This design comes from an exercise in tuning for small area on the open sky130 flow, not from production work. At most, simulation tests tie the RTL to the original design; equivalence was not proved. The RTL of runs 1 and 2 was laid out without a check of its function. No activity file was given, so power comes from the tool's default toggle rates. No driver is modelled on the clock port, so clocking that relies on it looks cheaper here than on a real chip.

<file path="config.mk">
export PLATFORM = sky130hd
export DESIGN_NAME = proc_top
export DESIGN_NICKNAME = proc_top
export VERILOG_FILES = /design/flow/design.v
export SDC_FILE = /design/flow/constraint.sdc
export NUM_CORES = 4
export LEC_CHECK = 0
export CAP_MARGIN = 20
export CORE_MARGIN = 2
export CORE_UTILIZATION = 70
export CTS_BUF_LIST = sky130_fd_sc_hd__clkbuf_16
export CTS_CLUSTER_DIAMETER = 80
export CTS_CLUSTER_SIZE = 25
export PLACE_DENSITY = 0.8
export SLEW_MARGIN = 20
</file>
<file path="constraint.sdc">
create_clock -name core_clock -period 10.0 [get_ports {clk}]
set_input_delay 2.0000 -clock core_clock [delete_from_list [all_inputs] [get_ports {clk}]]
set_output_delay 2.0000 -clock core_clock [all_outputs]
set_load 0.01 [all_outputs]
</file>
<file path="design.v">
`timescale 1ns/1ps
module proc_top (
  input  logic        clk,
  input  logic        reset,
  output logic [31:0] imem_addr_o,
  input  logic [31:0] imem_data_i,
  input  logic [31:0] mngr2proc_data_i,
  input  logic        mngr2proc_val_i,
  output logic        mngr2proc_rdy_o,
  output logic [31:0] proc2mngr_data_o,
  output logic        proc2mngr_val_o,
  input  logic        proc2mngr_rdy_i
);
  logic [4:0]  ph;
  logic        st_init;    
  logic        st_br;      
  logic        st_w;       
  logic        run_q;      
  logic        cw_q;       
  logic [31:0] x;
  logic [4:0]  s1;
  logic [31:0] pc;
  logic        c_q;        
  logic        cp_q;       
  logic        ne_q;       
  logic        out_v;
  wire ph0  = (ph == 5'd0);
  wire ph31 = (ph == 5'd31);
  wire exec = !st_init && !st_br && !st_w;
  wire is_alu  = !x[6];
  wire is_r    = !x[6] &&  x[5];
  wire is_i    = !x[6] && !x[5];
  wire is_b    =  x[6] && !x[4] && !x[2];
  wire is_j    =  x[6] &&  x[2];
  wire is_csr  =  x[6] &&  x[4] && !x[2];
  wire is_csrr =  is_csr &&  x[13];
  wire is_csrw =  is_csr && !x[13];
  wire is_sub  =  is_r && x[30];
  wire [4:0] rd  = x[11:7];
  wire [4:0] rs2 = x[24:20];
  logic immb;
  always_comb begin
    if (ph == 5'd0)       immb = is_i && x[20];
    else if (ph <= 5'd4)  immb = is_b ? x[5'd7 + ph] : x[5'd20 + ph];
    else if (ph <= 5'd10) immb = x[5'd20 + ph];
    else if (ph == 5'd11) immb = is_i ? x[31] : (is_b ? x[7] : x[20]);
    else if (ph <= 5'd19) immb = is_j ? x[ph] : x[31];
    else                  immb = x[31];
  end
  wire cw  = ph0 ? (exec && is_csrw) : cw_q;
  wire dec = exec && !cw;
  wire run = ph0 ? !(is_csrr && !mngr2proc_val_i) : run_q;
  logic [31:0] rf0;
  logic        res;
  logic        wen;
  assign rf0[0] = 1'b0;
  genvar gi;
  generate
    for (gi = 1; gi < 32; gi = gi + 1) begin : g_rf
      logic [31:0] r;
      always_ff @(posedge clk) begin
        r <= {(wen && rd == gi) ? res : r[0], r[31:1]};
      end
      assign rf0[gi] = r[0];
    end
  endgenerate
  wire a    = rf0[s1];
  wire b2   = rf0[rs2];
  wire inb  = mngr2proc_data_i[ph];
  wire pcb  = pc[0];
  wire four = (ph == 5'd2);
  wire opa  = is_j ? pcb : a;
  wire opb  = is_r ? b2 : (is_i ? immb : four);
  wire opbx = opb ^ is_sub;
  wire cin  = ph0 ? is_sub : c_q;
  wire sum  = opa ^ opbx ^ cin;
  wire cout = (opa & opbx) | (cin & (opa ^ opbx));
  always_comb begin
    if (is_csr)               res = inb;
    else if (is_alu && x[14]) res = x[13] ? (x[12] ? (opa & opb) : (opa | opb)) : (opa ^ opb);
    else                      res = sum;
  end
  assign wen = dec && run && (is_alu || is_j || is_csrr);
  wire pupd  = (dec && run && !is_b) || st_br || cw;
  wire pop   = ((dec && is_j) || (st_br && ne_q)) ? immb : four;
  wire cpin  = !ph0 && cp_q;
  wire pc_in = st_init ? (ph == 5'd9) : (pupd ? (pcb ^ pop ^ cpin) : pcb);
  wire cpout = (pcb & pop) | (cpin & (pcb ^ pop));
  assign imem_addr_o = {pc_in, pc[31:1]};
  wire ld = ph31 && (st_init || st_br || (dec && run && !is_b) ||
                     (st_w && (!out_v || proc2mngr_rdy_i)));
  localparam logic [31:0] XLD = 32'hFFFF_FFF4;
  wire [31:0] x_sh = {a, x[31:1]};
  wire [31:0] x_ld = (imem_data_i & XLD) | (x_sh & ~XLD);
  always_ff @(posedge clk) begin
    pc   <= {pc_in, pc[31:1]};
    c_q  <= cout;
    cp_q <= cpout;
    if (!st_br) ne_q <= (!ph0 && ne_q) | (a ^ b2);
    run_q <= run;
    cw_q  <= cw;
    if (ld) begin
      x  <= x_ld;
      s1 <= imem_data_i[19:15];
    end else if (cw) begin
      x  <= x_sh;
    end
  end
  always_ff @(posedge clk) begin
    if (reset) begin
      ph      <= 5'd0;
      st_init <= 1'b1;
      st_br   <= 1'b0;
      st_w    <= 1'b0;
    end else begin
      ph <= ph + 5'd1;
      if (ph31) begin
        st_init <= 1'b0;
        st_br   <= dec && is_b;
        st_w    <= cw || (st_w && !ld);
      end
    end
  end
  always_ff @(posedge clk) begin
    if (reset) out_v <= 1'b0;
    else       out_v <= (cw && ph31) || (out_v && !proc2mngr_rdy_i);
  end
  assign proc2mngr_data_o = x;
  assign proc2mngr_val_o  = out_v;
  assign mngr2proc_rdy_o  = dec && is_csrr && run_q && ph31;
endmodule
</file>
<file path="run.sh">
#!/bin/bash
# synth_recipe.tcl (not shown) runs the flow's synth.tcl, then flattens the netlist and writes it again
# the make line also repeats each setting of config.mk as NAME=value (left out here)
make -C /OpenROAD-flow-scripts/flow DESIGN_CONFIG=/design/flow/config.mk WORK_HOME=/design/flow/orfs CLKGATE_MAP_FILE= SYNTH_SCRIPT=/design/flow/synth_recipe.tcl finish
</file>
==> impl_metrics.py, run 1 <==
metrics = {
    "timing": {
        "fmax_ghz": 0.1358,
        "slew_viol_final": 0,
        "max-slew-margin-rel": 0.1607,
        "finalSetupViolCount": 0,
        "hold_viol": 0,
        "rsz0062_at_grt": "no",
        "skew_ns": 0.03502,
        "tightest_slew_ns": 1.247,
        "tns_ns": 0,
        "fin_crit_sh": 0.7363,
        "period_needed_ns": 7.363,
        "fin_hold_ws_ns": 0.3139,
    },
    "layout": {
        "antenna_cells": 0,
        "area_growth_pct": 11.72,
        "nets": 1729,
        "final_layout_size_suffix_gt1_frac": 0.08454,
    },
    "detailed_routing": {
        "viasPerCell": 5.416,
        "totalWireLength_um": 50910,
        "postRouteAntennaNets": 0,
        "drtIter0Drc": 999,
        "vias": 11470,
        "post-route-drc-count": 0,
        "dr.pass1.iters": 5,
        "post_drt_wl_per_cell_um": 24.05,
    },
    "cts": {
        "root_buffer": "clkbuf_16",
        "clkSinkCount": 1075,
        "clk_pin_slew_ns": 0.12,
        "post_cts_resize_count": 0,
        "cts_made_buffers": 49,
        "post_cts_buffers": 0,
        "clk_latency_ns": 0.63,
        "hold_buffers": 0,
        "htreeDepth": 2,
        "cts.path.max_buffers": 3,
        "cts_tree": "done",
    },
    "place": {
        "place_congestion": 0.8359,
        "io_buffers": 130,
        "dp_hpwl_um": 28410,
    },
    "yosys": {
        "ys_types": 59,
        "synth_edf_count": 38,
        "async_flop_share": 0,
        "synth_mux_area_frac": 0.06556,
        "synth-seq-cells": 1075,
        "synth.yosys.warnings": 1,
        "synth_nets": 1576,
        "netlist_instances": 1494,
        "synthesis.area_um2": 25400,
        "synthAdderAreaFrac": 0.007487,
        "ys_seq_area_frac": 0.8622,
        "synthXorXnorAreaFrac": 0.002758,
        "synth_top_family_by_area": "multiplexers",
        "synth_compound_area_frac": 0.01586,
        "yosys.area_share.simple": 0.03330,
        "syn_area_per_cell_um2": 17.00,
        "synthFlopType": "dfxtp_1",
    },
    "global_routing": {
        "grt_pass1_vias": 12260,
        "grt_pass1_wl_um": 77140,
        "grt_max_degree": 42,
        "antenna_found_initial": 3,
        "grt_usage": 0.2767,
        "gr-total-overflow": 0,
    },
    "setup_path": {
        "worstPathMaxFanout": 11,
        "crit_type": "flop to output port",
        "crit_arrival_ns": 5.36,
        "endpoint_kind": "output port",
        "cp.required_ns": 8.00,
        "critPathLaunchType": "flop",
    },
    "run": {
        "max_cap_viol_count": 0,
    },
    "die": {
        "die_area_um2": 37830,
        "pin_count": 134,
        "num_rows": 69,
        "fp.dieW_um": 194.5,
        "start_util": 0.7124,
        "core_um2": 35660,
        "die_h_um": 194.5,
    },
    "power": {
        "switching_power_mw": 1.321,
        "ir_drop_mv": 0.2018,
        "power_density_nw_per_um2": 231.8,
        "p_leak_nw": 11.19,
        "switching_share": 0.2009,
        "combPwrFrac": 0.016,
        "clockPowerShare": 0.330,
        "seqPwrFrac": 0.654,
        "power.internal_mw": 5.257,
    },
    "min_path": {
        "min_path_type": "flop to flop",
    },
    "outcome": {
        "status": "complete, no violations",
    },
}
## worst paths after layout
path	cells after the start	from	end	slack, ns
worst max-delay path	13	ph[3]$_SDFF_PP0_	imem_addr_o[31]	2.64
worst max register to register	14	ph[3]$_SDFF_PP0_	g_rf[30].r[31]$_DFF_P_	5.08
worst min-delay path	0	g_rf[22].r[20]$_DFF_P_	g_rf[22].r[19]$_DFF_P_	0.31
worst min register to register	0	g_rf[22].r[20]$_DFF_P_	g_rf[22].r[19]$_DFF_P_	0.31
## layout make-up
type	instances	area, um^2
clock buffer	49	1226
clock inverter	11	86.33
inverter	15	56.30
multi-input combinational	369	3178
timing repair buffer	137	1354
sequential	1075	21900
tap	461	576.8
fill	1657	7276
## cells in the final DEF (no fill, tap or decap), types with 17 or more instances in the layout
| cell | instances |
|---|---|
| dfxtp_1 | 1036 |
| nor2_1 | 27 |
| clkdlybuf4s50_1 | 130 |
| edfxtp_1 | 38 |
| inv_1 | 17 |
| nand2_1 | 112 |
| mux2_2 | 34 |
| clkbuf_16 | 49 |
| mux4_2 | 36 |
## cell usage after synthesis, drive strengths merged (2+ instances only)
library cell / number / area share
dfxtp: 1037 / 0.82
nand2: 112 / 0.017
mux4: 49 / 0.045
edfxtp: 38 / 0.045
mux2: 34 / 0.015
nor2: 27 / 0.0040
clkbuf: 22 / 0.0053
nor3: 14 / 0.0030
o21ai: 14 / 0.0028
buf: 13 / 0.0054
mux2i: 13 / 0.0051
nand3: 13 / 0.0026
a21oi: 12 / 0.0024
ha: 12 / 0.0059
inv: 12 / 0.0018
nor2b: 7 / 0.0017
xnor2: 6 / 0.0021
a31oi: 5 / 0.0015
and3: 4 / 0.00098
nand2b: 4 / 0.00098
a211o: 3 / 0.0010
a211oi: 3 / 0.0011
a22oi: 3 / 0.0011
and2: 3 / 0.00074
clkinv: 3 / 0.00044
o211ai: 3 / 0.00089
a21o: 2 / 0.00059
a311oi: 2 / 0.00069
fa: 2 / 0.0016
nand3b: 2 / 0.00059
nand4: 2 / 0.00049
nor4: 2 / 0.00049
xor2: 2 / 0.00069
## cells by family after synthesis
| family | count (synthesis) |
|---|---|
| flip-flops | 1075 |
| AND/OR/NAND/NOR | 194 |
| multiplexers | 96 |
| AO/OA/AOI/OAI | 57 |
| buffers and inverters | 50 |
| adder cells (fa/ha/maj) | 14 |
| XOR/XNOR | 8 |
## power by group through the flow
stage	Combinational (mW)	Clock (mW)	Sequential (mW)
2_1_floorplan	0.0630	0	4.40
3_3_place_gp	0.102	0	4.40
3_5_place_dp	0.102	0	4.40
4_1_cts	0.104	2.21	4.30
5_1_grt	0.110	2.34	4.30
6_report	0.104	2.17	4.30
## routing by layer
metal  vias up  track usage  wire length, um
li1       5175            -                -
met1      5564       0.3691            21080
met2       578       0.4521            24070
met3       148      0.06125             3808
met4         0      0.09943             1956
met5         -            0                0
## registers in the layout, summed over array words and instances (netlist names), 5 cells and up
name    count
g_rf.r    992
pc         32
ph          5
s1          5
x          32
## worst max-delay path, cell delays in order (launching register included)
cell,delay (ns)
dfxtp_1,0.72
clkinv_1,0.53
ha_1,0.61
a311oi_1,0.19
o211ai_1,0.13
nand3_1,0.09
a31oi_1,0.34
o21ai_0,0.19
a32oi_2,0.35
a22oi_1,0.15
fa_1,0.52
mux2i_1,0.08
o21ai_0,0.24
clkdlybuf4s50_1,0.61
## through the flow
stage                     cell area (um^2)  cells    util  total power, mW  setup slack (ns)
after global placement               27070   2057  0.7591            4.503             3.341
after floorplan                      25400   1494       -            4.465             3.931
final                                28380   2117  0.7959            6.578             2.637
after CTS                            28380   2117  0.7959            6.614             2.691
after global routing                 28380   2117  0.7959            6.750             2.513
after detailed placement             27070   2057  0.7591            4.504             3.393
==> inputs of run 2 (changes only) <==
--- a/config.mk
+++ b/config.mk
@@ -8,8 +8,8 @@
 export CAP_MARGIN = 20
 export CORE_MARGIN = 2
 export CORE_UTILIZATION = 70
-export CTS_BUF_LIST = sky130_fd_sc_hd__clkbuf_16
-export CTS_CLUSTER_DIAMETER = 80
-export CTS_CLUSTER_SIZE = 25
+export CTS_BUF_LIST = sky130_fd_sc_hd__clkbuf_8
+export CTS_CLUSTER_DIAMETER = 60
+export CTS_CLUSTER_SIZE = 14
 export PLACE_DENSITY = 0.8
 export SLEW_MARGIN = 20
==> run 2 against run 1 <==
Net effect: sequential share of layout area decreased by 0.092 points; power decreased by 2.0%; hold slack got worse by 0.0053 ns; synthesized area unchanged; sequential power about the same; combinational power about the same; clock power decreased by 6%; non-clock buffer count unchanged; maximum frequency increased by 0.68%; core utilization increased by 0.095 points; global-route usage decreased by 4.6 points.
==> impl_metrics.py, run 2 <==
metrics = {
    "outcome": {
        "status": "complete, no violations",
    },
    "timing": {
        "fin_crit_sh": 0.7314,
        "tns_ns": 0,
        "slew_viol_final": 0,
        "fin_hold_ws_ns": 0.3086,
        "tightest_slew_ns": 1.171,
        "fmax_ghz": 0.1367,
        "max-slew-margin-rel": 0.2123,
        "finalSetupViolCount": 0,
        "hold_viol": 0,
        "period_needed_ns": 7.314,
        "rsz0062_at_grt": "no",
        "skew_ns": 0.03539,
    },
    "setup_path": {
        "critical_path.cell_chain": "clkinv_1, ha_1, mux2_2, a31oi_1, o21ai_0, a32oi_2, a22oi_1, fa_1, mux2i_1, o21ai_0, clkdlybuf4s50_1",
        "worstPathMaxFanout": 11,
        "critPathLaunchType": "flop",
        "crit_type": "flop to output port",
        "crit_arrival_ns": 5.31,
        "path_common_cell": "o21ai_0",
        "max_stage_delay_ns": 0.70,
        "cp.required_ns": 8.00,
        "cp_slowest_cell": "dfxtp_1",
        "endpoint_kind": "output port",
    },
    "layout": {
        "antenna_cells": 0,
        "nets": 1767,
        "final_cell_mix": "1036 x dfxtp_1, 130 x clkdlybuf4s50_1, 112 x nand2_1",
        "mostFrequentLayoutCell": "dfxtp_1",
        "final_util": 0.7969,
        "area_growth_pct": 11.86,
        "top_register": "g_rf.r",
        "final_layout_size_suffix_gt1_frac": 0.1070,
        "fillers": 1679,
        "largest_reg_flops": 992,
        "finalInstanceArea_um2": 28410,
        "reg_top3": "g_rf.r: 992 flops, pc: 32 flops, x: 32 flops",
    },
    "power": {
        "seqPwrFrac": 0.667,
        "power.internal_mw": 5.186,
        "p_total_mw": 6.447,
        "p_leak_nw": 11.25,
        "switching_share": 0.1957,
        "clockPowerShare": 0.317,
        "power_density_nw_per_um2": 226.9,
        "switching_power_mw": 1.262,
        "combPwrFrac": 0.016,
        "ir_drop_mv": 0.2387,
    },
    "yosys": {
        "yosysMostFrequentCell": "dfxtp_1",
        "synth-seq-cells": 1075,
        "ys_seq_area_frac": 0.8622,
        "synth_edf_count": 38,
        "synth_common_cells": "1037 x dfxtp_1, 112 x nand2_1, 38 x edfxtp_1",
        "syn_area_per_cell_um2": 17.00,
        "synth_area_leaders": "dfxtp_1 82%, edfxtp_1 4.5%, mux4_2 3.2%, nand2_1 1.7%, mux2_2 1.5%",
        "ys_types": 59,
        "netlist_instances": 1494,
        "synth_nets": 1576,
        "synth.yosys.warnings": 1,
        "synthesis.area_um2": 25400,
        "synth_top_area_frac": 0.8173,
        "yosysTopAreaCell": "dfxtp_1",
        "synthFlopType": "dfxtp_1",
        "async_flop_share": 0,
    },
    "die": {
        "num_rows": 69,
        "start_util": 0.7124,
        "core_um2": 35660,
        "die_area_um2": 37830,
        "die_h_um": 194.5,
        "pin_count": 134,
        "fp.dieW_um": 194.5,
    },
    "run": {
        "max_cap_viol_count": 0,
    },
    "detailed_routing": {
        "postRouteAntennaNets": 0,
        "dr.pass1.iters": 4,
        "vias": 11020,
        "viasPerCell": 5.099,
        "post-route-drc-count": 0,
        "drtIter0Drc": 503,
        "post_drt_wl_per_cell_um": 19.40,
        "totalWireLength_um": 41950,
    },
    "cts": {
        "clk_pin_slew_ns": 0.08,
        "root_buffer": "clkbuf_8",
        "htreeDepth": 3,
        "cts_made_buffers": 87,
        "cts.path.max_buffers": 3,
        "hold_buffers": 0,
        "post_cts_buffers": 0,
        "cts_tree": "done",
        "clk_latency_ns": 0.68,
        "post_cts_resize_count": 0,
        "clkSinkCount": 1075,
    },
    "place": {
        "dp_hpwl_um": 28410,
        "placed_cell_area_um2": 27070,
        "io_buffers": 130,
        "place_congestion": 0.8359,
    },
    "global_routing": {
        "antenna_found_initial": 3,
        "grt_pass1_wl_um": 65270,
        "gr-total-overflow": 0,
        "grt_max_degree": 42,
        "grt_usage": 0.2305,
        "grt_pass1_vias": 11490,
    },
    "min_path": {
        "min_path_type": "flop to flop",
    },
}
[run 2: kinds of logic (layout without fill, tap and decap cells)]
logic type	count (synthesis)	count (layout)	synth area share
AOI/OAI and AO/OA	57	57	0.01586
muxes	96	96	0.06556
DFF	1075	1075	0.8622
buffers and inverters	50	257	0.01286
adders and majority gates	14	14	0.007487
xor gates and xnor gates	8	8	0.002758
and+or+nand+nor	194	194	0.03330
[run 2: power groups by stage]
stage / clock network [mW] / logic [mW] / registers [mW]
final: 2.05 / 0.102 / 4.30
after global routing: 2.23 / 0.109 / 4.30
after CTS: 2.09 / 0.103 / 4.30
after detailed placement: 0 / 0.102 / 4.40
after global placement: 0 / 0.102 / 4.40
after floorplan: 0 / 0.0630 / 4.40
[run 2: stage by stage]
| stage | instances | setup WS (ns) |
|---|---|---|
| global route | 2162 | 2.467 |
| global placement | 2057 | 3.341 |
| finish | 2162 | 2.686 |
| CTS | 2162 | 2.631 |
| floorplan | 1494 | 3.931 |
| detailed placement | 2057 | 3.393 |
[run 2: layer usage]
| metal | wire length (um) | vias up | global-route usage | part of all wire |
|---|---|---|---|---|
| li1 | - | 5249 | - | - |
| met1 | 18300 | 5254 | 0.3035 | 0.44 |
| met2 | 19630 | 402 | 0.3674 | 0.47 |
| met3 | 2618 | 115 | 0.05813 | 0.062 |
| met4 | 1380 | 4 | 0.1009 | 0.033 |
| met5 | 23 | - | 0 | 0.00055 |
[run 2: final timing paths]
check,startpoint,endpoint,slack [ns],depth (start not counted)
worst max-delay path,ph[3]$_SDFF_PP0_,imem_addr_o[31],2.69,11
worst max register to register,ph[3]$_SDFF_PP0_,g_rf[31].r[31]$_DFF_P_,5.22,12
worst min-delay path,g_rf[25].r[6]$_DFF_P_,g_rf[25].r[5]$_DFF_P_,0.31,0
worst min register to register,g_rf[25].r[6]$_DFF_P_,g_rf[25].r[5]$_DFF_P_,0.31,0
[run 2: critical path, delay by kind of cell (launching register included)]
| kind | cells | cell delay (ns) |
|---|---|---|
| AOI/OAI and AO/OA | 5 | 1.27 |
| buffers and inverters | 2 | 1.13 |
| adders and majority gates | 2 | 1.11 |
| DFF | 1 | 0.70 |
| muxes | 2 | 0.45 |
[run 2: final cells by class]
cell class	instances	area [um^2]	share of cell area
Timing Repair Buffer	137	1354	0.04765
Multi-Input combinational cell	369	3178	0.1119
Inverter	15	56.30	0.001982
Sequential cell	1075	21900	0.7708
Clock inverter	14	93.84	0.003303
Clock buffer	91	1252	0.04408
Tap cell	461	576.8	0.02030
==> inputs of run 3 (changes only) <==
--- a/design.v
+++ b/design.v
@@ -39,14 +39,16 @@
   wire [4:0] rd  = x[11:7];
   wire [4:0] rs2 = x[24:20];
   logic immb;
+  logic [31:0] itab;
   always_comb begin
-    if (ph == 5'd0)       immb = is_i && x[20];
-    else if (ph <= 5'd4)  immb = is_b ? x[5'd7 + ph] : x[5'd20 + ph];
-    else if (ph <= 5'd10) immb = x[5'd20 + ph];
-    else if (ph == 5'd11) immb = is_i ? x[31] : (is_b ? x[7] : x[20]);
-    else if (ph <= 5'd19) immb = is_j ? x[ph] : x[31];
-    else                  immb = x[31];
+    itab[0] = is_i && x[20];
+    for (int t = 1; t <= 4; t++)   itab[t] = is_b ? x[7 + t] : x[20 + t];
+    for (int t = 5; t <= 10; t++)  itab[t] = x[20 + t];
+    itab[11] = is_i ? x[31] : (is_b ? x[7] : x[20]);
+    for (int t = 12; t <= 19; t++) itab[t] = is_j ? x[t] : x[31];
+    for (int t = 20; t <= 31; t++) itab[t] = x[31];
   end
+  assign immb = itab[ph];
   wire cw  = ph0 ? (exec && is_csrw) : cw_q;
   wire dec = exec && !cw;
   wire run = ph0 ? !(is_csrr && !mngr2proc_val_i) : run_q;
==> flow/run.sh (new file) <==
#!/bin/bash
# The standard layout (standard.sh, unchanged synthesis), with two settings passed to ORFS:
# the port buffers are sky130_fd_sc_hd__buf_1 cells, and the clock tree uses clkbuf_16 leaf
# buffers on clusters of at most 25 flip-flops, without dummy loads.
set -euo pipefail
export BUFFER_PORTS_ARGS="-buffer_cell sky130_fd_sc_hd__buf_1"
export CTS_ARGS="-sink_clustering_enable -repair_clock_nets -sink_clustering_size 30 -sink_clustering_max_diameter 70 -buf_list sky130_fd_sc_hd__clkbuf_16 -dont_use_dummy_load"
bash standard.sh > make_finish.log 2>&1
==> standard.sh (new file) <==
#!/bin/bash
# synth_recipe.tcl (not shown) runs the flow's synth.tcl, then flattens the netlist and writes it again
# the make line also repeats each setting of config.mk as NAME=value (left out here)
make -C /OpenROAD-flow-scripts/flow DESIGN_CONFIG=/design/flow/config.mk WORK_HOME=/design/flow/orfs CLKGATE_MAP_FILE= SYNTH_SCRIPT=/design/flow/synth_recipe.tcl "${@:-finish}"
--- a/config.mk
+++ b/config.mk
@@ -8,8 +8,5 @@
 export CAP_MARGIN = 20
 export CORE_MARGIN = 2
 export CORE_UTILIZATION = 70
-export CTS_BUF_LIST = sky130_fd_sc_hd__clkbuf_8
-export CTS_CLUSTER_DIAMETER = 60
-export CTS_CLUSTER_SIZE = 14
 export PLACE_DENSITY = 0.8
 export SLEW_MARGIN = 20
removed: run.sh
==> run 3 against run 2 <==
Net effect: largest cell class unchanged; critical endpoint unchanged; largest power group unchanged; sequential cell count did not move; critical path type unchanged; clock power shrank 5%; still clean on timing, DRC and antenna; global-route usage decreased by 1.2 points; clock skew rose by 0.041 ns; synthesized area fell by 1.8%; critical path depth is 1 higher; first-iteration DRC count up 11%.
==> impl_metrics.py, run 3 <==
metrics = {
    "outcome": {
        "status": "complete, no violations",
    },
    "yosys": {
        "netlist_instances": 1469,
        "async_flop_share": 0,
        "synthesis.area_um2": 24940,
        "yosysTopAreaCell": "dfxtp_1",
        "synth_area_leaders": "dfxtp_1 83%, edfxtp_1 4.6%, mux4_2 2.1%, mux2_1 1.3%, a21oi_1 0.80%",
        "syn_area_per_cell_um2": 16.98,
        "yosysMostFrequentCell": "dfxtp_1",
        "synth_edf_count": 38,
        "ys_seq_area_frac": 0.8782,
        "synth.yosys.warnings": 1,
        "synth_top_area_frac": 0.8325,
        "synth_nets": 1545,
        "synthFlopType": "dfxtp_1",
        "synth-seq-cells": 1075,
        "ys_types": 67,
        "synth_common_cells": "1037 x dfxtp_1, 40 x a21oi_1, 38 x edfxtp_1, 38 x nor3_1, 32 x a31oi_1",
    },
    "power": {
        "p_leak_nw": 10.31,
        "switching_power_mw": 1.184,
        "switching_share": 0.1878,
        "clockPowerShare": 0.309,
        "ir_drop_mv": 0.2144,
        "power.internal_mw": 5.120,
        "p_total_mw": 6.304,
        "combPwrFrac": 0.008,
        "seqPwrFrac": 0.683,
        "power_density_nw_per_um2": 234.3,
    },
    "die": {
        "die_area_um2": 37150,
        "die_h_um": 192.7,
        "num_rows": 69,
        "pin_count": 134,
        "fp.dieW_um": 192.7,
        "start_util": 0.7062,
        "core_um2": 35310,
    },
    "cts": {
        "post_cts_buffers": 0,
        "htreeDepth": 2,
        "root_buffer": "clkbuf_16",
        "cts_made_buffers": 44,
        "clkSinkCount": 1075,
        "post_cts_resize_count": 0,
        "hold_buffers": 0,
        "clk_latency_ns": 0.59,
        "clk_pin_slew_ns": 0.09,
        "cts_tree": "done",
        "cts.path.max_buffers": 3,
    },
    "layout": {
        "antenna_cells": 0,
        "final_layout_size_suffix_gt1_frac": 0.05794,
        "fillers": 1968,
        "reg_top3": "g_rf.r: 992 flops, pc: 32 flops, x: 32 flops",
        "mostFrequentLayoutCell": "dfxtp_1",
        "finalInstanceArea_um2": 26910,
        "top_register": "g_rf.r",
        "area_growth_pct": 7.902,
        "final_cell_mix": "1037 x dfxtp_1, 130 x buf_1, 44 x clkbuf_16",
        "nets": 1683,
        "largest_reg_flops": 992,
    },
    "setup_path": {
        "cp.required_ns": 8.00,
        "crit_arrival_ns": 5.12,
        "crit_type": "flop to output port",
        "critPathLaunchType": "flop",
        "critical_path.cell_chain": "inv_1, ha_1, or4b_1, or3_1, nand3_1, nor2_1, a21oi_1, mux2i_1, fa_1, mux2_1, o21ai_1, buf_1",
        "worstPathMaxFanout": 22,
        "max_stage_delay_ns": 0.65,
        "cp_slowest_cell": "or4b_1",
        "endpoint_kind": "output port",
    },
    "global_routing": {
        "grt_usage": 0.2189,
        "grt_pass1_wl_um": 60210,
        "grt_pass1_vias": 10680,
        "grt_max_degree": 32,
        "antenna_found_initial": 0,
        "gr-total-overflow": 0,
    },
    "run": {
        "max_cap_viol_count": 0,
    },
    "timing": {
        "skew_ns": 0.07609,
        "fin_hold_ws_ns": 0.2808,
        "hold_viol": 0,
        "finalSetupViolCount": 0,
        "tightest_slew_ns": 1.037,
        "fmax_ghz": 0.1405,
        "tns_ns": 0,
        "rsz0062_at_grt": "no",
        "slew_viol_final": 0,
        "fin_crit_sh": 0.7115,
        "period_needed_ns": 7.115,
        "max-slew-margin-rel": 0.3020,
    },
    "detailed_routing": {
        "totalWireLength_um": 40220,
        "postRouteAntennaNets": 0,
        "viasPerCell": 5.119,
        "post_drt_wl_per_cell_um": 19.47,
        "drtIter0Drc": 559,
        "dr.pass1.iters": 4,
        "vias": 10580,
        "post-route-drc-count": 0,
    },
    "place": {
        "dp_hpwl_um": 24420,
        "placed_cell_area_um2": 25810,
        "io_buffers": 130,
        "place_congestion": 0.8320,
    },
    "min_path": {
        "min_path_type": "flop to flop",
    },
}
==> run 3: final timing paths <==
kind	startpoint	to	slack, ns	cells past startpoint
worst max-delay path	ph[1]$_SDFF_PP0_	imem_addr_o[31]	2.88	12
worst min-delay path	g_rf[2].r[29]$_DFF_P_	g_rf[2].r[28]$_DFF_P_	0.28	0
worst max register to register	x[6]$_DFFE_PP_	g_rf[15].r[31]$_DFF_P_	5.11	13
worst min register to register	g_rf[2].r[29]$_DFF_P_	g_rf[2].r[28]$_DFF_P_	0.28	0
==> run 3: layout make-up <==
type                       count  area (um^2)  area share
sequential                  1075        21900      0.8139
multi-input combinational    337         2755      0.1024
clock buffer                  44         1101     0.04092
tap                          461        576.8     0.02144
timing repair buffer         134        518.0     0.01925
inverter                      15        56.30    0.002092
==> run 3: critical path, delay by kind of cell, from the launching register on <==
kind / cells / cell delay [ns]
AO/OA/AOI/OAI: 2 / 0.48
flip-flops: 1 / 0.64
multiplexers: 2 / 0.58
buffers and inverters: 2 / 0.49
adder cells (fa/ha/maj): 2 / 0.66
AND/OR/NAND/NOR: 4 / 1.71
==> run 3: cell families (layout without fill, tap and decap cells) <==
kind of cell               Yosys count  in the layout  synth area share
DFF                               1075           1075            0.8782
and+or+nand+nor                    144            144           0.03326
AOI/OAI and AO/OA                  113            113           0.03036
muxes                               68             68           0.04069
buffers and inverters               57            193           0.01144
adders and majority gates            8              8          0.004616
xor gates and xnor gates             4              4          0.001405
==> run 3: per-layer routing <==
metal,global-route usage,vias to the layer above,part of all wire,wire length [um]
li1,-,5123,-,-
met1,0.2970,5139,0.45,17930
met2,0.3639,255,0.48,19440
met3,0.03746,59,0.048,1913
met4,0.06753,0,0.023,934
met5,0,-,0,0
==> run 3: power by group through the flow <==
stage | sequential [mW] | combinational [mW] | clock [mW]
after global placement | 4.41 | 0.0476 | 0
after CTS | 4.31 | 0.0492 | 1.98
after floorplan | 4.40 | 0.0333 | 0
after detailed placement | 4.41 | 0.0485 | 0
final | 4.31 | 0.0495 | 1.95
after global routing | 4.31 | 0.0539 | 2.11
==> run 3: through the flow <==
step,utilization,setup slack [ns],cells
3_5_place_dp,0.7309,3.541,2022
5_1_grt,0.7621,2.618,2066
2_1_floorplan,-,4.288,1469
6_report,0.7621,2.885,2066
4_1_cts,0.7621,2.908,2066
3_3_place_gp,0.7309,3.681,2022
==> inputs of run 4 (changes only) <==
==> flow/run.sh (replaced) <==
#!/bin/bash
# The standard layout (standard.sh, unchanged synthesis), with two settings passed to ORFS:
# the port buffers are sky130_fd_sc_hd__buf_1 cells, and the clock tree uses clkbuf_16 leaf
# buffers on clusters of at most 25 flip-flops, without dummy loads.
set -euo pipefail
export BUFFER_PORTS_ARGS="-buffer_cell sky130_fd_sc_hd__buf_1"
export CTS_ARGS="-sink_clustering_enable -repair_clock_nets -sink_clustering_size 32 -sink_clustering_max_diameter 80 -buf_list sky130_fd_sc_hd__clkbuf_16 -dont_use_dummy_load"
bash standard.sh > make_finish.log 2>&1
==> run 4 against run 3 <==
Net effect: largest cell class unchanged; register-to-register slack improved by 0.05 ns; power fell by 1.6%; critical endpoint unchanged; clock power fell by 5%; via count fell by 0.26%.
==> impl_metrics.py, run 4 <==
metrics = {
    "outcome": {
        "status": "complete, no violations",
    },
    "power": {
        "power_density_nw_per_um2": 231.7,
        "p_leak_nw": 10.25,
        "ir_drop_mv": 0.2220,
    },
    "yosys": {
        "netlist_instances": 1469,
        "synth_top_area_frac": 0.8325,
        "synth-seq-cells": 1075,
        "synth_nets": 1545,
        "synth.yosys.warnings": 1,
        "async_flop_share": 0,
        "synth_area_leaders": "dfxtp_1 83%, edfxtp_1 4.6%, mux4_2 2.1%, mux2_1 1.3%, a21oi_1 0.80%",
        "syn_area_per_cell_um2": 16.98,
        "synthesis.area_um2": 24940,
        "synthFlopType": "dfxtp_1",
        "synth_edf_count": 38,
        "ys_seq_area_frac": 0.8782,
        "yosysMostFrequentCell": "dfxtp_1",
        "ys_types": 67,
        "yosysTopAreaCell": "dfxtp_1",
        "synth_common_cells": "1037 x dfxtp_1, 40 x a21oi_1, 38 x edfxtp_1, 38 x nor3_1, 32 x a31oi_1",
    },
    "layout": {
        "mostFrequentLayoutCell": "dfxtp_1",
        "final_cell_mix": "1037 x dfxtp_1, 130 x buf_1, 40 x a21oi_1",
        "area_growth_pct": 7.401,
        "multi_input_area_um2": 2755,
        "nets": 1678,
        "top_register": "g_rf.r",
        "fillers": 1976,
        "final_layout_size_suffix_gt1_frac": 0.05500,
        "largest_reg_flops": 992,
        "antenna_cells": 0,
        "seq_area_um2": 21900,
        "reg_top3": "g_rf.r: 992 flops, pc: 32 flops, x: 32 flops",
    },
    "detailed_routing": {
        "postRouteAntennaNets": 0,
        "vias": 10550,
        "post_drt_wl_per_cell_um": 19.39,
        "post-route-drc-count": 0,
        "drtIter0Drc": 643,
        "viasPerCell": 5.118,
        "dr.pass1.iters": 5,
        "totalWireLength_um": 39960,
    },
    "global_routing": {
        "grt-busiest-layer": "met2",
        "grtUsageMet1": 0.3004,
        "grt_pass1_vias": 10630,
        "gr-total-overflow": 0,
        "grt_max_degree": 33,
        "grt_usage": 0.2185,
        "antenna_found_initial": 0,
        "gr-usage-met3": 0.03783,
        "grt_util_met2": 0.3619,
        "grt_pass1_wl_um": 60350,
    },
    "timing": {
        "tightest_slew_ns": 1.072,
        "period_needed_ns": 7.119,
        "skew_ns": 0.05356,
        "hold_viol": 0,
        "fin_crit_sh": 0.7119,
        "max-slew-margin-rel": 0.2789,
        "fmax_ghz": 0.1405,
        "rsz0062_at_grt": "no",
        "fin_hold_ws_ns": 0.2902,
        "finalSetupViolCount": 0,
        "tns_ns": 0,
        "slew_viol_final": 0,
    },
    "min_path": {
        "min_path_type": "flop to flop",
    },
    "run": {
        "max_cap_viol_count": 0,
    },
    "cts": {
        "clk_latency_ns": 0.58,
        "cts.path.max_buffers": 3,
        "clkSinkCount": 1075,
        "post_cts_buffers": 0,
        "htreeDepth": 2,
        "root_buffer": "clkbuf_16",
        "cts_made_buffers": 39,
        "cts_tree": "done",
        "post_cts_resize_count": 0,
        "hold_buffers": 0,
        "clk_pin_slew_ns": 0.11,
    },
    "die": {
        "num_rows": 69,
        "die_h_um": 192.7,
        "start_util": 0.7062,
        "die_area_um2": 37150,
        "core_um2": 35310,
        "pin_count": 134,
        "fp.dieW_um": 192.7,
    },
    "place": {
        "dp_hpwl_um": 24420,
        "io_buffers": 130,
        "place_congestion": 0.8320,
    },
    "setup_path": {
        "worstPathMaxFanout": 22,
        "crit_type": "flop to output port",
        "critical_path.cell_chain": "inv_1, ha_1, or4b_1, or3_1, nand3_1, nor2_1, a21oi_1, mux2i_1, fa_1, mux2_1, o21ai_1, buf_1",
        "cp_slowest_cell": "dfxtp_1",
        "crit_arrival_ns": 5.12,
        "endpoint_kind": "output port",
        "critPathLaunchType": "flop",
        "cp.required_ns": 8.00,
        "max_stage_delay_ns": 0.65,
    },
}
==> run 4: cell counts after synthesis <==
Identical to the previous run, type by type.
==> run 4: logic make-up (layout without fill, tap and decap cells) <==
kind of cell | count (synthesis) | in the layout | share of synthesized area
buf+inv | 57 | 188 | 0.01144
fa+ha+maj | 8 | 8 | 0.004616
xor+xnor | 4 | 4 | 0.001405
flops | 1075 | 1075 | 0.8782
simple gates | 144 | 144 | 0.03326
compound gates | 113 | 113 | 0.03036
mux | 68 | 68 | 0.04069
==> run 4: critical path, delay by kind of cell (launching register included) <==
family / cells / cell delay (ns)
compound gates: 2 / 0.47
fa+ha+maj: 2 / 0.65
buf+inv: 2 / 0.49
flops: 1 / 0.65
mux: 2 / 0.57
simple gates: 4 / 1.72
==> run 4: final cells by class <==
cell class | count | area share
flip-flops and latches | 1075 | 0.8177
multi-input cells | 337 | 0.1029
clock buffers | 39 | 0.03644
well taps | 461 | 0.02154
repair buffers | 134 | 0.01934
inverters | 15 | 0.002102
==> run 4: final timing paths <==
kind                                       startpoint                     end  slack (ns)  cells past startpoint
worst max-delay path                 ph[1]$_SDFF_PP0_         imem_addr_o[31]        2.88                     12
worst min-delay path            g_rf[26].r[1]$_DFF_P_   g_rf[26].r[0]$_DFF_P_        0.29                      0
worst max register to register         x[6]$_DFFE_PP_  g_rf[15].r[31]$_DFF_P_        5.16                     13
worst min register to register  g_rf[26].r[1]$_DFF_P_   g_rf[26].r[0]$_DFF_P_        0.29                      0
==> run 4: metrics by stage <==
step	total power [mW]	cell area [um^2]	util	instances	setup WS (ns)
final	6.206	26780	0.7585	2061	2.881
after global routing	6.380	26780	0.7585	2061	2.576
after global placement	4.454	25810	0.7309	2022	3.681
after floorplan	4.436	24940	-	1469	4.288
after CTS	6.245	26780	0.7585	2061	2.874
after detailed placement	4.455	25810	0.7309	2022	3.541
==> run 4: routing by layer <==
metal  share of wire  up-vias
li1                -     5117
met1            0.45     5075
met2            0.48      291
met3           0.049       65
met4           0.022        0
met5               0        -
==> run 4: where the power goes <==
group / leakage [nW] / internal [mW] / switching [mW]
logic: 1.08 / 0.0240 / 0.0255
registers: 8.69 / 4.30 / 0.00575
clock network: 0.481 / 0.710 / 1.14
total: 10.3 / 5.04 / 1.17
==> inputs of run 5 (changes only) <==
==> flow/run.sh (replaced) <==
#!/bin/bash
# The standard layout (standard.sh, unchanged synthesis), with two settings passed to ORFS:
# the port buffers are sky130_fd_sc_hd__buf_1 cells, and the clock tree uses clkbuf_16 leaf
# buffers on clusters of at most 25 flip-flops, without dummy loads.
set -euo pipefail
export BUFFER_PORTS_ARGS="-buffer_cell sky130_fd_sc_hd__buf_1"
export CTS_ARGS="-sink_clustering_enable -repair_clock_nets -sink_clustering_size 34 -sink_clustering_max_diameter 60 -buf_list sky130_fd_sc_hd__clkbuf_16 -dont_use_dummy_load"
bash standard.sh > make_finish.log 2>&1
==> run 5 against run 4 <==
Net effect: still clean; power rose by 1.3%; critical path depth unchanged; sequential cell count stayed put; sequential share of layout area shrank 0.30 points; first-iteration DRC count down 4.8%; clock power increased by 4%; critical path type unchanged.
==> impl_metrics.py, run 5 <==
metrics = {
    "outcome": {
        "status": "complete, no violations",
    },
    "timing": {
        "period_needed_ns": 7.049,
        "fmax_ghz": 0.1419,
        "hold_viol": 0,
        "tns_ns": 0,
        "tightest_slew_ns": 1.105,
        "finalSetupViolCount": 0,
        "max-slew-margin-rel": 0.2564,
        "slew_viol_final": 0,
        "rsz0062_at_grt": "no",
        "fin_crit_sh": 0.7049,
        "skew_ns": 0.09093,
    },
    "detailed_routing": {
        "viasPerCell": 5.123,
        "vias": 10580,
        "postRouteAntennaNets": 0,
        "drtIter0Drc": 612,
        "totalWireLength_um": 39750,
        "dr.pass1.iters": 5,
        "post_drt_wl_per_cell_um": 19.25,
        "post-route-drc-count": 0,
    },
    "place": {
        "io_buffers": 130,
        "dp_hpwl_um": 24420,
        "place_congestion": 0.8320,
    },
    "layout": {
        "largest_reg_flops": 992,
        "mostFrequentLayoutCell": "dfxtp_1",
        "area_growth_pct": 7.802,
        "seq_area_um2": 21900,
        "multi_input_area_um2": 2755,
        "final_cell_mix": "1037 x dfxtp_1, 130 x buf_1, 43 x clkbuf_16",
        "antenna_cells": 0,
        "top_register": "g_rf.r",
        "final_layout_size_suffix_gt1_frac": 0.05736,
        "nets": 1682,
        "final_util": 0.7613,
        "fillers": 1995,
        "reg_top3": "g_rf.r: 992 flops, pc: 32 flops, x: 32 flops",
    },
    "die": {
        "die_area_um2": 37150,
        "pin_count": 134,
        "core_um2": 35310,
        "die_h_um": 192.7,
        "num_rows": 69,
        "start_util": 0.7062,
        "fp.dieW_um": 192.7,
    },
    "yosys": {
        "syn_area_per_cell_um2": 16.98,
        "ys_seq_area_frac": 0.8782,
        "synth_common_cells": "1037 x dfxtp_1, 40 x a21oi_1, 38 x edfxtp_1, 38 x nor3_1, 32 x a31oi_1",
        "synth_edf_count": 38,
        "synthesis.area_um2": 24940,
        "synth_area_leaders": "dfxtp_1 83%, edfxtp_1 4.6%, mux4_2 2.1%, mux2_1 1.3%, a21oi_1 0.80%",
        "yosysTopAreaCell": "dfxtp_1",
        "synth_nets": 1545,
        "async_flop_share": 0,
        "synthFlopType": "dfxtp_1",
        "synth-seq-cells": 1075,
        "yosysMostFrequentCell": "dfxtp_1",
        "netlist_instances": 1469,
        "synth.yosys.warnings": 1,
        "ys_types": 67,
        "synth_top_area_frac": 0.8325,
    },
    "power": {
        "power_density_nw_per_um2": 233.9,
        "p_leak_nw": 10.30,
        "switching_power_mw": 1.183,
        "ir_drop_mv": 0.2550,
        "seqPwrFrac": 0.685,
        "clockPowerShare": 0.307,
        "power.internal_mw": 5.104,
        "combPwrFrac": 0.008,
        "switching_share": 0.1882,
    },
    "setup_path": {
        "worstPathMaxFanout": 22,
        "crit_type": "flop to output port",
        "critPathLaunchType": "flop",
        "endpoint_kind": "output port",
        "crit_arrival_ns": 5.05,
        "cp.required_ns": 8.00,
    },
    "cts": {
        "post_cts_resize_count": 0,
        "cts.path.max_buffers": 3,
        "cts_made_buffers": 43,
        "hold_buffers": 0,
        "root_buffer": "clkbuf_16",
        "clkSinkCount": 1075,
        "cts_tree": "done",
        "clk_latency_ns": 0.60,
        "htreeDepth": 2,
        "clk_pin_slew_ns": 0.11,
        "post_cts_buffers": 0,
    },
    "global_routing": {
        "grt_pass1_vias": 10610,
        "grt_max_degree": 35,
        "grt_pass1_wl_um": 59860,
        "antenna_found_initial": 0,
        "grt_usage": 0.2168,
        "gr-total-overflow": 0,
    },
    "run": {
        "max_cap_viol_count": 0,
    },
    "min_path": {
        "min_path_type": "flop to flop",
    },
}
[run 5: cell types whose count changed in the layout (fill, tap and decap cells not counted), sizes merged]
cell    before  now
clkbuf      39   43
[run 5: area by class of cell]
class / count / share of cell area
Multi-Input combinational cell: 337 / 0.1025
Inverter: 15 / 0.002094
Sequential cell: 1075 / 0.8147
Clock buffer: 43 / 0.04003
Tap cell: 461 / 0.02146
Timing Repair Buffer: 134 / 0.01927
[run 5: logic make-up after synthesis]
group / Yosys count / synth area share
DFF: 1075 / 0.8782
and+or+nand+nor: 144 / 0.03326
AOI/OAI and AO/OA: 113 / 0.03036
muxes: 68 / 0.04069
buffers and inverters: 57 / 0.01144
adders and majority gates: 8 / 0.004616
xor gates and xnor gates: 4 / 0.001405
[run 5: metrics by stage]
| stage | setup WS, ns | hold WS, ns | cells | total power, mW | area (um^2) |
|---|---|---|---|---|---|
| floorplan | 4.288 | 0.3096 | 1469 | 4.436 | 24940 |
| global placement | 3.681 | 0.3102 | 2022 | 4.454 | 25810 |
| detailed placement | 3.541 | 0.3121 | 2022 | 4.455 | 25810 |
| CTS | 2.928 | 0.2796 | 2065 | 6.321 | 26880 |
| global route | 2.601 | 0.2779 | 2065 | 6.456 | 26880 |
| finish | 2.951 | 0.2775 | 2065 | 6.287 | 26880 |
[run 5: power by group through the flow]
stage	Sequential, mW	Clock [mW]	Combinational [mW]
after global placement	4.41	0	0.0476
after global routing	4.31	2.09	0.0538
after floorplan	4.40	0	0.0333
after detailed placement	4.41	0	0.0485
final	4.31	1.93	0.0493
after CTS	4.31	1.96	0.0489
[run 5: path summary, 6_finish.rpt]
check | startpoint | cells past startpoint | to | slack [ns]
min | g_rf[26].r[12]$_DFF_P_ | 0 | g_rf[26].r[11]$_DFF_P_ | 0.28
max reg2reg | x[6]$_DFFE_PP_ | 13 | g_rf[18].r[31]$_DFF_P_ | 5.17
min reg2reg | g_rf[26].r[12]$_DFF_P_ | 0 | g_rf[26].r[11]$_DFF_P_ | 0.28
max | ph[1]$_SDFF_PP0_ | 12 | imem_addr_o[31] | 2.95
[run 5: per-layer routing]
metal | track usage | vias up | part of all wire
met5 | 0 | - | 0
met4 | 0.06577 | 0 | 0.025
met3 | 0.03892 | 83 | 0.053
met2 | 0.3588 | 285 | 0.48
met1 | 0.2948 | 5099 | 0.44
li1 | - | 5112 | -
[run 5: critical path, stage by stage, from the launching register on]
cell,delay [ns]
dfxtp_1,0.63
inv_1,0.28
ha_1,0.18
or4b_1,0.65
or3_1,0.49
nand3_1,0.47
nor2_1,0.11
a21oi_1,0.18
mux2i_1,0.28
fa_1,0.45
mux2_1,0.29
o21ai_1,0.29
buf_1,0.21
==> inputs of run 6 (changes only) <==
==> flow/run.sh (replaced) <==
#!/bin/bash
# The standard layout (standard.sh, unchanged synthesis), with two settings passed to ORFS:
# the port buffers are sky130_fd_sc_hd__buf_1 cells, and the clock tree uses clkbuf_16 leaf
# buffers on clusters of at most 25 flip-flops, without dummy loads.
set -euo pipefail
export BUFFER_PORTS_ARGS="-buffer_cell sky130_fd_sc_hd__buf_1"
export CTS_ARGS="-sink_clustering_enable -repair_clock_nets -sink_clustering_size 25 -sink_clustering_max_diameter 80 -buf_list sky130_fd_sc_hd__clkbuf_16 -dont_use_dummy_load"
bash standard.sh > make_finish.log 2>&1
==> run 6 against run 5 <==
Net effect: wire length up 4.1%; sequential cell count did not move; global-route usage is 1.1 points higher; power grew 2.2%; sequential share of layout area shrank 0.45 points; synthesized cell count did not move; via count up 1.3%; register-to-register slack worse by 0.08 ns; maximum frequency decreased by 1.9%; synthesized area stayed put; largest cell class unchanged; largest power group unchanged.
==> impl_metrics.py, run 6 <==
metrics = {
    "die": {
        "fp.dieW_um": 192.7,
        "start_util": 0.7062,
        "core_um2": 35310,
        "pin_count": 134,
        "die_area_um2": 37150,
        "num_rows": 69,
        "die_h_um": 192.7,
    },
    "yosys": {
        "synth_area_leaders": "dfxtp_1 83%, edfxtp_1 4.6%, mux4_2 2.1%, mux2_1 1.3%, a21oi_1 0.80%",
        "yosys.area_share.simple": 0.03326,
        "synth_nets": 1545,
        "ys_types": 67,
        "synth_edf_count": 38,
        "synthesis.area_um2": 24940,
        "synth_mux_area_frac": 0.04069,
        "yosysTopAreaCell": "dfxtp_1",
        "synth_top_area_frac": 0.8325,
        "yosysMostFrequentCell": "dfxtp_1",
        "synth_common_cells": "1037 x dfxtp_1, 40 x a21oi_1, 38 x edfxtp_1, 38 x nor3_1, 32 x a31oi_1",
        "synth-seq-cells": 1075,
        "synthAdderAreaFrac": 0.004616,
        "synthFlopType": "dfxtp_1",
        "syn_area_per_cell_um2": 16.98,
        "ys_seq_area_frac": 0.8782,
        "synthXorXnorAreaFrac": 0.001405,
        "synth_top_family_by_area": "multiplexers",
        "synth.yosys.warnings": 1,
        "netlist_instances": 1469,
        "synth_compound_area_frac": 0.03035,
        "async_flop_share": 0,
    },
    "detailed_routing": {
        "drtIter0Drc": 673,
        "viasPerCell": 5.174,
        "post-route-drc-count": 0,
        "vias": 10720,
        "dr.pass1.iters": 5,
        "totalWireLength_um": 41390,
        "post_drt_wl_per_cell_um": 19.99,
        "postRouteAntennaNets": 0,
    },
    "setup_path": {
        "worstPathMaxFanout": 22,
        "rrSetupSlack_ns": 5.09,
        "cp.required_ns": 8.00,
        "r2r_start": "x[6]$_DFFE_PP_",
        "endpoint_kind": "output port",
        "crit_type": "flop to output port",
        "rr_endpoint": "g_rf[15].r[31]$_DFF_P_",
        "reg2regPathDepth": 13,
        "critPathLaunchType": "flop",
        "crit_arrival_ns": 5.18,
    },
    "cts": {
        "hold_buffers": 0,
        "clk_pin_slew_ns": 0.09,
        "cts_made_buffers": 49,
        "post_cts_buffers": 0,
        "htreeDepth": 2,
        "root_buffer": "clkbuf_16",
        "clk_latency_ns": 0.60,
        "cts_tree": "done",
        "post_cts_resize_count": 0,
        "cts.path.max_buffers": 3,
        "clkSinkCount": 1075,
    },
    "power": {
        "p_leak_nw": 10.38,
        "ir_drop_mv": 0.2446,
        "power_density_nw_per_um2": 237.6,
        "p_total_mw": 6.423,
    },
    "timing": {
        "tns_ns": 0,
        "skew_ns": 0.06186,
        "fin_crit_sh": 0.7183,
        "finalSetupViolCount": 0,
        "period_needed_ns": 7.183,
        "rsz0062_at_grt": "no",
        "slew_viol_final": 0,
        "hold_viol": 0,
        "tightest_slew_ns": 1.037,
        "max-slew-margin-rel": 0.3024,
        "fmax_ghz": 0.1392,
        "worst_slack_ns": 2.817,
    },
    "place": {
        "place_congestion": 0.8320,
        "placed_cells": 2022,
        "placed_cell_area_um2": 25810,
        "pre_cts_ws_ns": 3.541,
        "dp_hpwl_um": 24420,
        "io_buffers": 130,
    },
    "min_path": {
        "hp-start": "g_rf[2].r[29]$_DFF_P_",
        "hold_end": "g_rf[2].r[28]$_DFF_P_",
        "min_path_type": "flop to flop",
        "hold_depth": 0,
    },
    "layout": {
        "largest_reg_flops": 992,
        "antenna_cells": 0,
        "nets": 1688,
        "final_layout_size_suffix_gt1_frac": 0.06087,
        "area_growth_pct": 8.404,
        "fin_cells": 2071,
        "finalInstanceArea_um2": 27030,
        "reg_top3": "g_rf.r: 992 flops, pc: 32 flops, x: 32 flops",
        "top_register": "g_rf.r",
        "mostFrequentLayoutCell": "dfxtp_1",
        "final_cell_mix": "1037 x dfxtp_1, 130 x buf_1, 49 x clkbuf_16",
    },
    "global_routing": {
        "grt_pass1_vias": 10870,
        "antenna_found_initial": 0,
        "grt_max_degree": 32,
        "grt_usage": 0.2278,
        "grt_pass1_wl_um": 62090,
        "gr-total-overflow": 0,
    },
    "run": {
        "max_cap_viol_count": 0,
    },
    "outcome": {
        "status": "complete, no violations",
    },
}
-- run 6: cell counts after synthesis --
No cell type changed its count.
-- run 6: worst max-delay path by stage --
stage	slack, ns	cells past startpoint	start	end
finish	2.82	12	ph[1]$_SDFF_PP0_	imem_addr_o[31]
global route	2.52	12	ph[1]$_SDFF_PP0_	imem_addr_o[31]
CTS	2.81	12	ph[1]$_SDFF_PP0_	imem_addr_o[31]
detailed placement	3.54	12	ph[1]$_SDFF_PP0_	imem_addr_o[31]
global placement	3.68	12	ph[1]$_SDFF_PP0_	imem_addr_o[31]
floorplan	4.29	15	ph[0]$_SDFF_PP0_	imem_addr_o[31]
-- run 6: critical path, cell delays in order (launching register included) --
cell and delay [ns]:
dfxtp_1 0.64, inv_1 0.28, ha_1 0.18, or4b_1 0.65, or3_1 0.49, nand3_1 0.48, nor2_1 0.11, a21oi_1 0.18
mux2i_1 0.31, fa_1 0.45, mux2_1 0.28, o21ai_1 0.30, buf_1 0.21
-- run 6: where the power goes --
part           internal, mW  switching (mW)  total [mW]
logic                0.0239          0.0254      0.0493
clock network         0.878            1.19        2.07
registers              4.30         0.00567        4.31
total                  5.20            1.22        6.42
-- run 6: kinds of logic (layout without fill, tap and decap cells) --
family,after synthesis,after routing
buffers and inverters,57,198
muxes,68,68
AOI/OAI and AO/OA,113,113
adders and majority gates,8,8
xor gates and xnor gates,4,4
DFF,1075,1075
and+or+nand+nor,144,144
-- run 6: layer usage --
| metal | track usage | share of wire | up-vias | wire length (um) |
|---|---|---|---|---|
| met4 | 0.07751 | 0.026 | 0 | 1080 |
| met2 | 0.3854 | 0.49 | 281 | 20480 |
| met5 | 0 | 0 | - | 0 |
| li1 | - | - | 5127 | - |
| met1 | 0.3001 | 0.43 | 5229 | 17830 |
| met3 | 0.03873 | 0.048 | 79 | 2007 |
-- run 6: layout make-up --
cell class / count / area [um^2]
Clock buffer: 49 / 1226
Fill cell: 1926 / 8277
Inverter: 15 / 56.30
Multi-Input combinational cell: 337 / 2755
Sequential cell: 1075 / 21900
Tap cell: 461 / 576.8
Timing Repair Buffer: 134 / 518.0
-- run 6: metrics by stage --
| step | hold WS, ns | util |
|---|---|---|
| floorplan | 0.3096 | - |
| global placement | 0.3102 | 0.7309 |
| detailed placement | 0.3121 | 0.7309 |
| CTS | 0.2758 | 0.7656 |
| global route | 0.2700 | 0.7656 |
| finish | 0.2788 | 0.7656 |
==> inputs of run 7 (changes only) <==
--- a/design.v
+++ b/design.v
@@ -45,7 +45,8 @@
     for (int t = 1; t <= 4; t++)   itab[t] = is_b ? x[7 + t] : x[20 + t];
     for (int t = 5; t <= 10; t++)  itab[t] = x[20 + t];
     itab[11] = is_i ? x[31] : (is_b ? x[7] : x[20]);
-    for (int t = 12; t <= 19; t++) itab[t] = is_j ? x[t] : x[31];
+    for (int t = 12; t <= 14; t++) itab[t] = is_j ? x[t] : x[31];
+    for (int t = 15; t <= 19; t++) itab[t] = is_j ? s1[t - 15] : x[31];
     for (int t = 20; t <= 31; t++) itab[t] = x[31];
   end
   assign immb = itab[ph];
@@ -91,7 +92,7 @@
   assign imem_addr_o = {pc_in, pc[31:1]};
   wire ld = ph31 && (st_init || st_br || (dec && run && !is_b) ||
                      (st_w && (!out_v || proc2mngr_rdy_i)));
-  localparam logic [31:0] XLD = 32'hFFFF_FFF4;
+  localparam logic [31:0] XLD = 32'hFFF0_7FF4;
   wire [31:0] x_sh = {a, x[31:1]};
   wire [31:0] x_ld = (imem_data_i & XLD) | (x_sh & ~XLD);
   always_ff @(posedge clk) begin
==> flow/run.sh (replaced) <==
#!/bin/bash
# The standard layout (standard.sh, unchanged synthesis), with two settings passed to ORFS:
# the port buffers are sky130_fd_sc_hd__buf_1 cells, and the clock tree uses clkbuf_16 leaf
# buffers on clusters of at most 32 flip-flops, without dummy loads.
set -euo pipefail
export BUFFER_PORTS_ARGS="-buffer_cell sky130_fd_sc_hd__buf_1"
export CTS_ARGS="-sink_clustering_enable -repair_clock_nets -sink_clustering_size 28 -sink_clustering_max_diameter 80 -buf_list sky130_fd_sc_hd__buf_12 -dont_use_dummy_load"
bash standard.sh > make_finish.log 2>&1
==> run 7 against run 6 <==
Net effect: cell count decreased by 1.4%; via count decreased by 2.7%; synthesized cell count decreased by 1.6%; clock power decreased by 8%; register-to-register slack about the same; power decreased by 2.6%; wire length about the same; count of clock-buffer cells in the layout decreased by 4; cell area decreased by 1.7%; core utilization about the same; non-clock buffer count unchanged; critical endpoint unchanged.
==> impl_metrics.py, run 7 <==
metrics = {
    "setup_path": {
        "cp.buffers_inverters": 2,
        "path_common_cell": "mux2i_1",
        "worstPathMaxFanout": 16,
        "rr_endpoint": "g_rf[26].r[31]$_DFF_P_",
        "endpoint_kind": "output port",
        "cp.required_ns": 8.00,
        "critical_path.cell_chain": "inv_1, ha_1, or4b_4, or3_4, nand3_1, nor2_1, a21oi_1, mux2i_1, fa_1, mux2i_1, mux2_2, buf_1",
        "r2r_start": "x[20]$_DFFE_PP_",
        "max_stage_delay_ns": 0.55,
        "critPathLaunchType": "flop",
        "crit_end": "imem_addr_o[31]",
        "crit_family": "simple AND/OR/NAND/NOR gates",
        "crit_path_start": "ph[1]$_SDFF_PP0_",
        "rrSetupSlack_ns": 5.08,
        "cp_slowest_cell": "or4b_4",
        "crit_arrival_ns": 4.73,
        "cp.depth": 12,
        "reg2regPathDepth": 12,
        "crit_type": "flop to output port",
    },
    "die": {
        "pin_count": 134,
        "die_h_um": 192.2,
        "die_area_um2": 36960,
        "fp.dieW_um": 192.2,
        "core_um2": 34710,
        "num_rows": 68,
        "start_util": 0.7146,
    },
    "layout": {
        "fin_cells": 2042,
        "area_growth_pct": 7.102,
        "multi_input_area_um2": 2618,
        "mostFrequentLayoutCell": "dfxtp_1",
        "nets": 1662,
        "final_cell_mix": "1037 x dfxtp_1, 130 x buf_1, 45 x buf_12",
        "seq_area_um2": 21900,
        "largest_reg_flops": 992,
        "fillers": 1915,
        "reg_top3": "g_rf.r: 992 flops, pc: 32 flops, x: 32 flops",
        "final_layout_size_suffix_gt1_frac": 0.07134,
        "top_register": "g_rf.r",
    },
    "yosys": {
        "syn_area_per_cell_um2": 17.17,
        "yosysMostFrequentCell": "dfxtp_1",
        "synth_edf_count": 38,
        "yosysTopAreaCell": "dfxtp_1",
        "synth.yosys.warnings": 1,
        "ys_types": 58,
        "synth-seq-cells": 1075,
        "synth_common_cells": "1037 x dfxtp_1, 40 x a21oi_1, 38 x edfxtp_1",
        "synth_top_area_frac": 0.8369,
        "synthFlopType": "dfxtp_1",
        "synth_nets": 1521,
        "synth_area_leaders": "dfxtp_1 84%, edfxtp_1 4.6%, mux4_2 2.4%, mux2_2 1.1%, a31oi_1 0.86%",
        "async_flop_share": 0,
        "netlist_instances": 1445,
        "ys_seq_area_frac": 0.8829,
        "synthesis.area_um2": 24810,
    },
    "cts": {
        "cts_made_buffers": 45,
        "htreeDepth": 2,
        "hold_buffers": 0,
        "post_cts_buffers": 0,
        "clkSinkCount": 1075,
        "post_cts_resize_count": 0,
        "clk_pin_slew_ns": 0.10,
        "cts.path.max_buffers": 3,
        "clk_latency_ns": 0.55,
        "root_buffer": "buf_12",
        "cts_tree": "done",
    },
    "power": {
        "power.internal_mw": 5.029,
        "p_leak_nw": 10.13,
        "power_density_nw_per_um2": 235.4,
        "ir_drop_mv": 0.2302,
        "p_total_mw": 6.254,
        "clockPowerShare": 0.304,
        "switching_power_mw": 1.225,
        "combPwrFrac": 0.007,
        "seqPwrFrac": 0.689,
        "switching_share": 0.1959,
    },
    "place": {
        "placed_cells": 1994,
        "io_buffers": 130,
        "place_congestion": 0.8910,
        "dp_hpwl_um": 24550,
    },
    "global_routing": {
        "gr-total-overflow": 0,
        "grt_max_degree": 33,
        "antenna_found_initial": 6,
        "grt_pass1_vias": 10690,
        "grt_usage": 0.2286,
        "grt_pass1_wl_um": 61610,
    },
    "timing": {
        "fin_hold_ws_ns": 0.2854,
        "skew_ns": 0.07987,
        "slew_viol_final": 0,
        "max-slew-margin-rel": 0.2971,
        "finalSetupViolCount": 0,
        "tns_ns": 0,
        "rsz0062_at_grt": "no",
        "fmax_ghz": 0.1486,
        "tightest_slew_ns": 1.054,
        "fin_crit_sh": 0.6728,
        "period_needed_ns": 6.728,
        "hold_viol": 0,
    },
    "detailed_routing": {
        "post-route-drc-count": 0,
        "post_drt_wl_per_cell_um": 20.28,
        "dr.pass1.iters": 6,
        "totalWireLength_um": 41420,
        "viasPerCell": 5.105,
        "postRouteAntennaNets": 0,
        "drtIter0Drc": 613,
        "vias": 10420,
    },
    "min_path": {
        "min_path_type": "flop to flop",
    },
    "outcome": {
        "status": "complete, no violations",
    },
    "run": {
        "max_cap_viol_count": 0,
    },
}
==> run 7: logic make-up (layout without fill, tap and decap cells) <==
group,after synthesis,after routing,synth area share
other cells,0,3,0
buf+inv,54,193,0.01155
mux,71,71,0.04323
simple gates,132,132,0.03132
fa+ha+maj,8,8,0.004641
xor+xnor,3,3,0.001059
flops,1075,1075,0.8829
compound gates,102,102,0.02527
==> run 7: layout make-up <==
type                    instances  share of cell area
flip-flops and latches       1075              0.8244
multi-input cells             316             0.09853
clock buffers                  45             0.03391
well taps                     455             0.02143
repair buffers                134             0.01950
inverters                      14            0.001978
diodes                          3           0.0002826
==> run 7: per-layer routing <==
metal	wire (um)	GRT usage
met3	1831	0.04477
met2	20480	0.3879
met4	1221	0.08397
met5	34	0
met1	17850	0.2938
==> run 7: worst min path at each step <==
stage | endpoint | depth (start not counted) | slack (ns) | startpoint
after detailed placement | g_rf[17].r[24]$_DFF_P_ | 0 | 0.31 | g_rf[17].r[25]$_DFF_P_
after CTS | g_rf[7].r[24]$_DFF_P_ | 0 | 0.29 | g_rf[7].r[25]$_DFF_P_
after global routing | g_rf[15].r[21]$_DFF_P_ | 0 | 0.29 | g_rf[15].r[22]$_DFF_P_
after global placement | g_rf[23].r[1]$_DFF_P_ | 0 | 0.31 | g_rf[23].r[2]$_DFF_P_
after floorplan | g_rf[10].r[0]$_DFF_P_ | 0 | 0.31 | g_rf[10].r[1]$_DFF_P_
final | g_rf[7].r[24]$_DFF_P_ | 0 | 0.29 | g_rf[7].r[25]$_DFF_P_
==> run 7: metrics by stage <==
step / utilization / area, um^2 / setup WS (ns)
after floorplan: - / 24810 / 4.555
after global placement: 0.7392 / 25660 / 4.084
after detailed placement: 0.7392 / 25660 / 3.990
after CTS: 0.7651 / 26560 / 3.257
after global routing: 0.7651 / 26560 / 2.931
final: 0.7653 / 26570 / 3.272
==> run 7: power groups by stage <==
stage | registers [mW] | logic (mW) | clock network, mW
2_1_floorplan | 4.40 | 0.0336 | 0
3_3_place_gp | 4.41 | 0.0446 | 0
3_5_place_dp | 4.41 | 0.0455 | 0
4_1_cts | 4.31 | 0.0459 | 1.95
5_1_grt | 4.31 | 0.0502 | 2.07
6_report | 4.31 | 0.0459 | 1.90

## separate check: timing with driven ports
Ports are ideal in the flow. The routed layouts listed here were re-timed in OpenROAD. Step 1 assumes that a clkbuf_16 drives the clock port and a buf_2 every other input. Step 2 also shifts input and output timing later by t, the mid clock arrival at the registers, as if the neighbouring blocks saw the same clock. Three values: ideal ports, drivers, drivers and shift; two values: the first two.
run	shift t [ns]	setup WS [ns]	hold slack, ns	worst setup path after step 2	worst slew at a driven data input, ns
run 1	0.669	2.637 / 2.582 / 3.251	0.314 / 0.314 / 0.314	register to output	0.07
run 2	0.712	2.686 / 2.636 / 3.347	0.309 / 0.309 / 0.309	register to output	0.07
run 3	0.600	2.885 / 2.834 / 3.433	0.281 / 0.281 / 0.281	register to output	0.06
run 4	0.603	2.881 / 2.830 / 3.434	0.290 / 0.290 / 0.290	register to output	0.06
run 5	0.607	2.951 / 2.898 / 3.504	0.277 / 0.277 / 0.277	register to output	0.06
run 6	0.626	2.817 / 2.764 / 3.390	0.279 / 0.279 / 0.279	register to output	0.07
run 7	0.570	3.272 / 3.214 / 3.784	0.285 / 0.285 / 0.285	register to output	0.04
After both steps setup and hold are still met in every run listed.
